This design comes from an exercise in tuning for small area, a short achievable clock period and few clock cycles per item on the open sky130 flow, not from production work.
Function was checked by simulation only, so behaviour that the tests miss may differ from the original.
Power and IR drop assume default switching activity.

Design preemptive_priority_scheduler_top, start of the top module:
module preemptive_priority_scheduler_top
#(
    parameter int TASK_SLOTS = 16
) (
    input  logic      i_clk,
    input  logic      i_rst_n,
    input  logic      i_in_valid,
    output logic      o_in_ready,
    input  logic [44:0]  i_in_item,
    output logic         o_out_valid,
    input  logic         i_out_ready,
    output logic [166:0] o_out_item
);
Size: ~6000 cells after synthesis, ~1600 flip-flops, ~75000 um^2 of cells after synthesis.
==> flow/config.mk <==
export PLATFORM = sky130hd
export DESIGN_NAME = preemptive_priority_scheduler_top
export DESIGN_NICKNAME = preemptive_priority_scheduler_top
export VERILOG_FILES = /design/flow/design.v
export SDC_FILE = /design/flow/constraint.sdc
export NUM_CORES = 4
export LEC_CHECK = 0
export CAP_MARGIN = 20
export CORE_MARGIN = 2
export CORE_UTILIZATION = 45
export SETUP_SLACK_MARGIN = 3.3
export SLEW_MARGIN = 20
==> flow/constraint.sdc <==
create_clock -name core_clock -period 6.0 [get_ports {i_clk}]
set_input_delay 1.2000 -clock core_clock [delete_from_list [all_inputs] [get_ports {i_clk}]]
set_output_delay 1.2000 -clock core_clock [all_outputs]
set_load 0.01 [all_outputs]
run.sh (not shown) runs the stock make flow with config.mk's settings and CLKGATE_MAP_FILE= SYNTH_SCRIPT=/design/flow/synth_recipe.tcl, a recipe that flattens the netlist after the stock synthesis.
Testbench counts at the start, summed over its fixed seeds: cycles 12,832, items 8,334.
Change:
Settings changed: SETUP_SLACK_MARGIN 3.3 to 2.9, TNS_END_PERCENT from default to 10.
The changed run ran to the end with no violations.
Wire length went down by a few percent.
Maximum frequency hardly moves.
Total power went down by a few percent.
Worst hold slack loses 0.0077 ns.
Via count went down by a few percent.
Non-clock buffer count went down by 341.
Design area went down by a little under a tenth.
Die area is unchanged.
First-iteration DRC count went down by a few percent.
Sequential power is about the same.
Sequential share of layout area went up by 3.7 points.
Change:
==> flow/flow/run.sh (new file) <==
#!/bin/bash
# Standard layout, with the port buffers made of plain buffers (buf_2, which
# the resizer may upsize) instead of the default delay-buffer cell.
set -e
export BUFFER_PORTS_ARGS="-buffer_cell sky130_fd_sc_hd__buf_2"
bash standard.sh > standard.log 2>&1
==> flow/standard.sh (new file) <==
#!/bin/bash
# synth_recipe.tcl (not shown) runs the flow's synth.tcl, then flattens the netlist and writes it again
# the make line also repeats each setting of config.mk as NAME=value (left out here)
make -C /OpenROAD-flow-scripts/flow DESIGN_CONFIG=/design/flow/config.mk WORK_HOME=/design/flow/orfs CLKGATE_MAP_FILE= SYNTH_SCRIPT=/design/flow/synth_recipe.tcl "${@:-finish}"
Settings changed: SETUP_SLACK_MARGIN 2.9 to 3.3.
removed: flow/run.sh
The new run produced a clean layout.
Final cell count increases by 2.1%.
Clock-buffer cell count decreases by 4.
Core utilization increases by 0.83 points.
Final area increases by 1.6%.
First-iteration DRC count decreases by 0.71%.
Setup slack got worse by 0.041 ns.
Total power increases by 0.40%.
Die area is unchanged.
Sequential power hardly moves.
Maximum frequency decreases by 1.2%.
Hold slack improved by 0.0069 ns.
Change:
==> flow/run.sh (new file) <==
#!/bin/bash
# synth_recipe.tcl (not shown) runs the flow's synth.tcl, then flattens the netlist and writes it again
# the make line also repeats each setting of config.mk as NAME=value (left out here)
make -C /OpenROAD-flow-scripts/flow DESIGN_CONFIG=/design/flow/config.mk WORK_HOME=/design/flow/orfs CLKGATE_MAP_FILE= SYNTH_SCRIPT=/design/flow/synth_recipe.tcl finish
Settings changed: SETUP_SLACK_MARGIN 3.3 to 3.6, TNS_END_PERCENT 10 to 5.
removed: flow/flow/run.sh
removed: flow/standard.sh
=> Global-route usage is lower by 0.40 points. First-iteration DRC count is higher by about 2.7%. Worst setup slack stays flat. Non-clock buffer count is higher by 43. Combinational power is higher by 12%. Utilization is higher by 1.6 points. Final cell count is higher by about 0.3%.
Change:
Settings changed: CAP_MARGIN 20 to 5, SETUP_SLACK_MARGIN 3.6 to 3.3, SLEW_MARGIN 20 to 5, TNS_END_PERCENT 5 to 10.
Result:
- via count is lower by 1.3%
- count of clock-buffer cells in the layout is lower by 10
- die area does not change
- first-iteration DRC count is lower by 3.6%
Change:
Settings changed: SETUP_SLACK_MARGIN 3.3 to 2.9.
The new run completed without violations.
Wire length shrinks slightly.
Setup slack gets worse by 0.059 ns.
Register-to-register slack got worse by 0.06 ns.
Clock-buffer cell count stays the same.
Area after synthesis stays the same.
Power came out lower slightly.
Synthesized cell count is unchanged.
Global-route usage went down by 0.38 points.
Sequential cell count does not change.

* * *

preemptive_priority_scheduler_top again, from the RTL that the note above started with.
Settings: LEC_CHECK=0, CAP_MARGIN=20, CORE_MARGIN=2, CORE_UTILIZATION=45, SETUP_SLACK_MARGIN=2.7, SLEW_MARGIN=20, TNS_END_PERCENT=10; clock period 6.0 ns.
Stock flow here: none of the scripts above is used.
Testbench counts at the start, summed over its fixed seeds: cycles 12,832, items 8,334.
Change:
SETUP_SLACK_MARGIN = 3.3   (was 2.7)
After rerunning:
- The new run went through all stages and came out clean
- non-clock buffer count rises by 163
- synthesized cell count stays the same
- synthesized area does not change
- clock power barely changes
- power came out higher by 2.6%

[port drivers added, routing unchanged]
The flow's constraints put no driver on any port. The routed layouts listed below were extracted and timed again, unchanged, in two steps. Step 1 (the two cells are an assumption about what drives the block):
set clk [get_ports {i_clk}]
set_driving_cell -lib_cell sky130_fd_sc_hd__clkbuf_16 $clk
set_driving_cell -lib_cell sky130_fd_sc_hd__buf_2 [delete_from_list [all_inputs] $clk]
Step 2 also shifts input and output timing later by t, the mid clock arrival at the registers, as if the neighbouring blocks saw the same clock. a / b / c = ideal / step 1 / step 2; a / b = the first two.
| run | t (ns) | slack for setup (ns) | latest minus earliest clock arrival (ns) | worst slew at a driven data input, ns | cell pins on the clock port's net |
|---|---|---|---|---|---|
| the first run of note 1 | 0.875 | 2.722 / 2.722 / 2.538 | 0.034 / 0.035 | 0.05 | 1 |
| the second run of note 1 | 0.891 | 2.713 / 2.710 / 2.706 | 0.069 / 0.069 | 0.06 | 1 |
| the third run of note 1 | 0.898 | 2.672 / 2.672 / 2.672 | 0.034 / 0.034 | 0.05 | 1 |
| the fourth run of note 1 | 0.897 | 2.672 / 2.672 / 2.672 | 0.069 / 0.069 | 0.06 | 1 |
| the fifth run of note 1 | 0.891 | 2.744 / 2.744 / 2.697 | 0.079 / 0.078 | 0.06 | 1 |
| the sixth run of note 1 | 0.895 | 2.685 / 2.604 / 2.684 | 0.078 / 0.077 | 0.06 | 1 |
| the first run of note 2 | 0.897 | 2.649 / 2.614 / 2.649 | 0.071 / 0.071 | 0.06 | 1 |
| the second run of note 2 | 0.897 | 2.669 / 2.669 / 2.669 | 0.069 / 0.069 | 0.06 | 1 |
After both steps every run listed still meets setup and hold. The setup slack of the first run of note 1, which loses most, moves by 0.000 ns with the drivers and by -0.184 ns with both steps.
